Background: an optimization exercise with open tools, aiming at small area and a short achievable clock period. Do not read the settings as production practice. Function was checked by simulation only, so behaviour that the tests miss may differ from the original. Power figures rest on the tool's default switching activity, not on a simulated workload.

==> fjord <==
## fire_seek_mode_sequencer
module fire_seek_mode_sequencer (
    input  logic        i_clk,
    input  logic        i_rst_n,
    input  logic        i_in_valid,
    output logic        i_in_ready,
    input  logic        i_in_operation,
    input  logic [9:0]  i_in_distance_cm,
    input  logic [31:0] i_in_now_tick,
    input  logic [1:0]  i_in_random_pick,
    input  logic        i_cfg_valid,
    output logic        i_cfg_ready,
    input  logic [2:0]  i_cfg_index,
    input  logic [15:0] i_cfg_data,
    output logic        o_out_valid,
    input  logic        o_out_ready,
    output logic [7:0]  o_out_servo_angle,
    output logic [2:0]  o_out_motion,
    output logic        o_out_fan_on,
    output logic [2:0]  o_out_mode,
    output logic        o_out_fire_seen,
    output logic        o_out_fire_near
);
clock: 6.0 ns
lec_check: 0
cap_margin: 5
core_margin: 2
core_utilization: 40
setup_slack_margin: 2.5
slew_margin: 5
tns_end_percent: 5
standard.sh (not shown) runs the stock make flow with config.mk's settings and CLKGATE_MAP_FILE= SYNTH_SCRIPT=/design/flow/synth_recipe.tcl, a recipe that flattens the netlist after the stock synthesis.
==> flow/flow/run.sh <==
#!/bin/bash
# Standard layout flow, except that the port buffers are plain buf_1 cells (which the
# resizer may upsize) instead of the default clkdlybuf4s50_1 delay buffers.
set -euo pipefail
# the standard synthesis, unchanged
bash standard.sh synth > synth.log 2>&1
# floorplan to final layout
bash standard.sh BUFFER_PORTS_ARGS="-buffer_cell sky130_fd_sc_hd__buf_1" finish > layout.log 2>&1
==> inputs of raven, as changes to fjord <==
--- a/flow/design.v
+++ b/flow/design.v
@@ -6,12 +6,10 @@
     input  logic [9:0]  i_distance_cm,
     input  logic [31:0] i_now_tick,
     input  logic [1:0]  i_random_pick,
     input  logic [9:0]  i_detect_limit,
     input  logic [9:0]  i_stop_limit,
-    input  logic [9:0]  i_detect_next,
-    input  logic [9:0]  i_stop_next,
     input  logic [15:0] i_patrol_period,
     input  logic [15:0] i_fan_max,
     input  logic [15:0] i_pause_len,
     input  logic [15:0] i_turn_len,
     input  logic [7:0]  i_right_sector,
@@ -67,48 +65,39 @@
     logic        r_pdl_set;  
     logic [31:0] r_pdl;      
     logic [31:0] r_tmr;      
     logic is_ctrl;
     assign is_ctrl = i_operation;
-    logic r_sel_patrol, r_sel_pause, r_sel_fan;
     logic m_patrol, m_pause, m_turn, m_appr, m_fan;
     assign m_patrol = (r_mode == MODE_PATROL);
     assign m_pause  = (r_mode == MODE_PAUSE);
     assign m_turn   = (r_mode == MODE_TURN);
     assign m_appr   = (r_mode == MODE_APPROACH);
     assign m_fan    = (r_mode == MODE_FAN);
-    logic       r_lost, r_far;
-    logic       lost, far;
-    logic [9:0] n_range;
-    assign lost    = r_lost;
-    assign far     = r_far;
-    assign n_range = !i_rst_n ? 10'd999 : ((i_accept && !is_ctrl) ? i_distance_cm : r_range);
-    always_ff @(posedge i_clk) begin
-        r_range <= n_range;
-        r_lost  <= !ge32({22'd0, i_detect_next}, {22'd0, n_range});
-        r_far   <= !ge32({22'd0, i_stop_next}, {22'd0, n_range});
-    end
+    logic lost, far;
+    assign lost = !ge32({22'd0, i_detect_limit}, {22'd0, r_range});
+    assign far  = !ge32({22'd0, i_stop_limit}, {22'd0, r_range});
     logic [31:0] t_ref, now, t_len;
     logic        ge_31, ge_32, due, tdone;
     assign now   = i_now_tick;
-    assign t_ref = r_sel_patrol ? r_pdl : r_tmr;
+    assign t_ref = m_patrol ? r_pdl : r_tmr;
     assign ge_31 = ge32({1'b0, now[30:0]}, {1'b0, t_ref[30:0]});
     assign due   = (m_patrol && !r_pdl_set) ? !now[31] : !(now[31] ^ t_ref[31] ^ !ge_31);
-    assign ge_32 = ge32(now, t_ref);
+    assign ge_32 = (now[31] && !t_ref[31]) || (!(now[31] ^ t_ref[31]) && ge_31);
     logic [31:0] csa_s;
     logic [32:0] csa_c;
     logic        s_hi;
-    assign t_len = {16'd0, r_sel_fan ? i_fan_max : i_pause_len};
-    assign csa_s = now ^ r_tmr ^ t_len;
-    assign csa_c = {(now & ~r_tmr) | (now & ~t_len) | (~r_tmr & ~t_len), 1'b1};
+    assign t_len = {16'd0, m_fan ? i_fan_max : i_pause_len};
+    assign csa_s = now ^ t_ref ^ t_len;
+    assign csa_c = {(now & ~t_ref) | (now & ~t_len) | (~t_ref & ~t_len), 1'b1};
     assign s_hi  = cout32(csa_s, csa_c[31:0]);
     assign tdone = ge_32 ? (csa_c[32] && s_hi) : (csa_c[32] || s_hi);
     logic [15:0] a_len;
     logic [16:0] sum_lo;
     logic [15:0] sum_hi;
     logic [31:0] sum;
-    assign a_len  = (r_sel_patrol && lost) ? i_patrol_period : (r_sel_pause ? i_turn_len : 16'd0);
+    assign a_len  = (m_patrol && lost) ? i_patrol_period : (m_pause ? i_turn_len : 16'd0);
     assign sum_lo = {1'b0, now[15:0]} + {1'b0, a_len};
     logic [15:0] pre1;
     always_comb begin
         logic [15:0] t;
         t = now[31:16];
@@ -216,32 +205,28 @@
         end
     end
     always_ff @(posedge i_clk) begin
         if (!i_rst_n) begin
             r_mode    <= MODE_PATROL;
-            r_sel_patrol <= 1'b1;
-            r_sel_pause  <= 1'b0;
-            r_sel_fan    <= 1'b0;
             r_pm      <= MOT_STOP;
             r_aux     <= 1'b0;
             r_scan    <= 1'b1;
             r_up      <= 1'b1;
             r_ang     <= 7'd0;
+            r_range   <= 10'd999;
             r_pdl_set <= 1'b0;
         end else if (i_accept) begin
             if (is_ctrl) begin
                 r_mode <= n_mode;
-                r_sel_patrol <= (n_mode == MODE_PATROL);
-                r_sel_pause  <= (n_mode == MODE_PAUSE);
-                r_sel_fan    <= (n_mode == MODE_FAN);
                 r_aux  <= n_aux;
                 r_scan <= !(m_pause || m_turn);
                 if (ld_pm) r_pm <= {1'b0, i_random_pick} + 3'd1;
                 if (ld_pdl) r_pdl_set <= 1'b1;
             end else begin
                 r_ang   <= n_ang;
                 r_up    <= n_up;
+                r_range <= i_distance_cm;
             end
         end
     end
     always_ff @(posedge i_clk) begin
         if (i_rst_n && i_accept && is_ctrl && ld_pdl) r_pdl <= sum;
@@ -321,20 +306,17 @@
     function automatic logic [15:0] rv_sel(input logic [15:0] rv, input logic [15:0] z,
                                            input logic [15:0] o);
         rv_sel = (rv & o) | (~rv & z);
     endfunction
     logic [15:0] w_detect, w_stop, w_right, w_left;
-    logic [9:0]  n_detect, n_stop;
-    assign n_detect = cfg_we[CFG_DETECT_LIMIT] ? w_detect[9:0] : r_detect_limit;
-    assign n_stop   = cfg_we[CFG_STOP_LIMIT] ? w_stop[9:0] : r_stop_limit;
     assign w_detect = rv_sel(16'd300, d_z, d_o);
     assign w_stop   = rv_sel(16'd50, d_z, d_o);
     assign w_right  = rv_sel(16'd60, d_z, d_o);
     assign w_left   = rv_sel(16'd120, d_z, d_o);
     always_ff @(posedge i_clk) begin
-        r_detect_limit <= n_detect;
-        r_stop_limit   <= n_stop;
+        if (cfg_we[CFG_DETECT_LIMIT])  r_detect_limit  <= w_detect[9:0];
+        if (cfg_we[CFG_STOP_LIMIT])    r_stop_limit    <= w_stop[9:0];
         if (cfg_we[CFG_PATROL_PERIOD]) r_patrol_period <= rv_sel(16'd3000, d_z, d_o);
         if (cfg_we[CFG_FAN_MAX])       r_fan_max       <= rv_sel(16'd5000, d_z, d_o);
         if (cfg_we[CFG_PAUSE])         r_pause_len     <= rv_sel(16'd300, d_z, d_o);
         if (cfg_we[CFG_TURN])          r_turn_len      <= rv_sel(16'd1308, d_z, d_o);
         if (cfg_we[CFG_RIGHT_SECTOR])  r_right_sector  <= w_right[7:0];
@@ -348,12 +330,10 @@
         .i_distance_cm   (i_in_distance_cm),
         .i_now_tick      (i_in_now_tick),
         .i_random_pick   (i_in_random_pick),
         .i_detect_limit  (r_detect_limit),
         .i_stop_limit    (r_stop_limit),
-        .i_detect_next   (n_detect),
-        .i_stop_next     (n_stop),
         .i_patrol_period (r_patrol_period),
         .i_fan_max       (r_fan_max),
         .i_pause_len     (r_pause_len),
         .i_turn_len      (r_turn_len),
         .i_right_sector  (r_right_sector),
==> flow/run.sh (new file) <==
#!/bin/bash
# synth_recipe.tcl (not shown) runs the flow's synth.tcl, then flattens the netlist and writes it again
# the make line also repeats each setting of config.mk as NAME=value (left out here)
make -C /OpenROAD-flow-scripts/flow DESIGN_CONFIG=/design/flow/config.mk WORK_HOME=/design/flow/orfs CLKGATE_MAP_FILE= SYNTH_SCRIPT=/design/flow/synth_recipe.tcl finish
==> flow/config.mk (replaced) <==
export PLATFORM = sky130hd
export DESIGN_NAME = fire_seek_mode_sequencer
export DESIGN_NICKNAME = fire_seek_mode_sequencer
export VERILOG_FILES = /design/flow/design.v
export SDC_FILE = /design/flow/constraint.sdc
export NUM_CORES = 4
export LEC_CHECK = 0
export CAP_MARGIN = 20
export CORE_MARGIN = 2
export CORE_UTILIZATION = 40
export SETUP_SLACK_MARGIN = 2.0
export SLEW_MARGIN = 20
removed: flow/flow/run.sh
removed: flow/standard.sh
==> inputs of quartz, as changes to fjord <==
==> flow/config.mk (replaced) <==
export PLATFORM = sky130hd
export DESIGN_NAME = fire_seek_mode_sequencer
export DESIGN_NICKNAME = fire_seek_mode_sequencer
export VERILOG_FILES = /design/flow/design.v
export SDC_FILE = /design/flow/constraint.sdc
export NUM_CORES = 4
export LEC_CHECK = 0
export CAP_MARGIN = 20
export CORE_MARGIN = 2
export CORE_UTILIZATION = 40
export SETUP_SLACK_MARGIN = 2.2
export SLEW_MARGIN = 20
export TNS_END_PERCENT = 5
==> qor summary <==
Sequential-to-total area share from yosys stat: quartz 0.467; fjord 0.467; raven 0.476
Clock tree skew after final layout: quartz 19.6 ps; fjord 16.5 ps; raven 17.9 ps
Lkg Pwr: quartz 4.99 nW; fjord 5.12 nW; raven 6.04 nW
Cell Count, Final, Fillers Out: quartz 1615; fjord 1635; raven 1625
Required time worst endpoint: quartz 6140 ps; fjord 6150 ps; raven 6150 ps
Max-slew headroom: quartz 0.494; fjord 0.251; raven 0.252
Sequential cells: quartz 198; fjord 198; raven 193
Internal power of the cells: quartz 2.46 mW; fjord 2.42 mW; raven 2.74 mW
Clock Network Area Fraction: quartz 0.0480; fjord 0.0448; raven 0.0412
Max Clk Rate: quartz 0.267 GHz; fjord 0.278 GHz; raven 0.204 GHz
Pin count of the biggest net entering global routing: quartz 49; fjord 48; raven 47
Portion of total power attributed to the clock network: quartz 0.355; fjord 0.346; raven 0.307
Status: quartz complete, no violations; fjord complete, no violations; raven complete, no violations

## re-timing with driven ports
How much do the figures lean on ideal ports? The routed layouts below were timed once more, with nothing changed but the port constraints.
Step 1, drivers: a clkbuf_16 drives i_clk and a buf_2 each remaining input, both assumed.
Step 2, shift: input delay + t, output delay - t, t = (earliest + latest rising clock arrival at the registers) / 2. This alone moves slack from input paths to output paths.
Slacks: ideal ports / drivers / drivers and shift; pairs: ideal ports / drivers.
| run | t (ns) | setup slack, ns | clock arrival spread, ns |
|---|---|---|---|
| fjord | 0.481 | 2.407 / 2.433 / 1.952 | 0.018 / 0.018 |
| raven | 0.483 | 1.105 / 1.132 / 0.649 | 0.018 / 0.018 |
| quartz | 0.476 | 2.257 / 2.283 / 1.807 | 0.020 / 0.020 |
After both steps every run listed still meets setup and hold. The setup slack of raven, which loses most, moves by +0.027 ns with the drivers and by -0.456 ns with both steps.
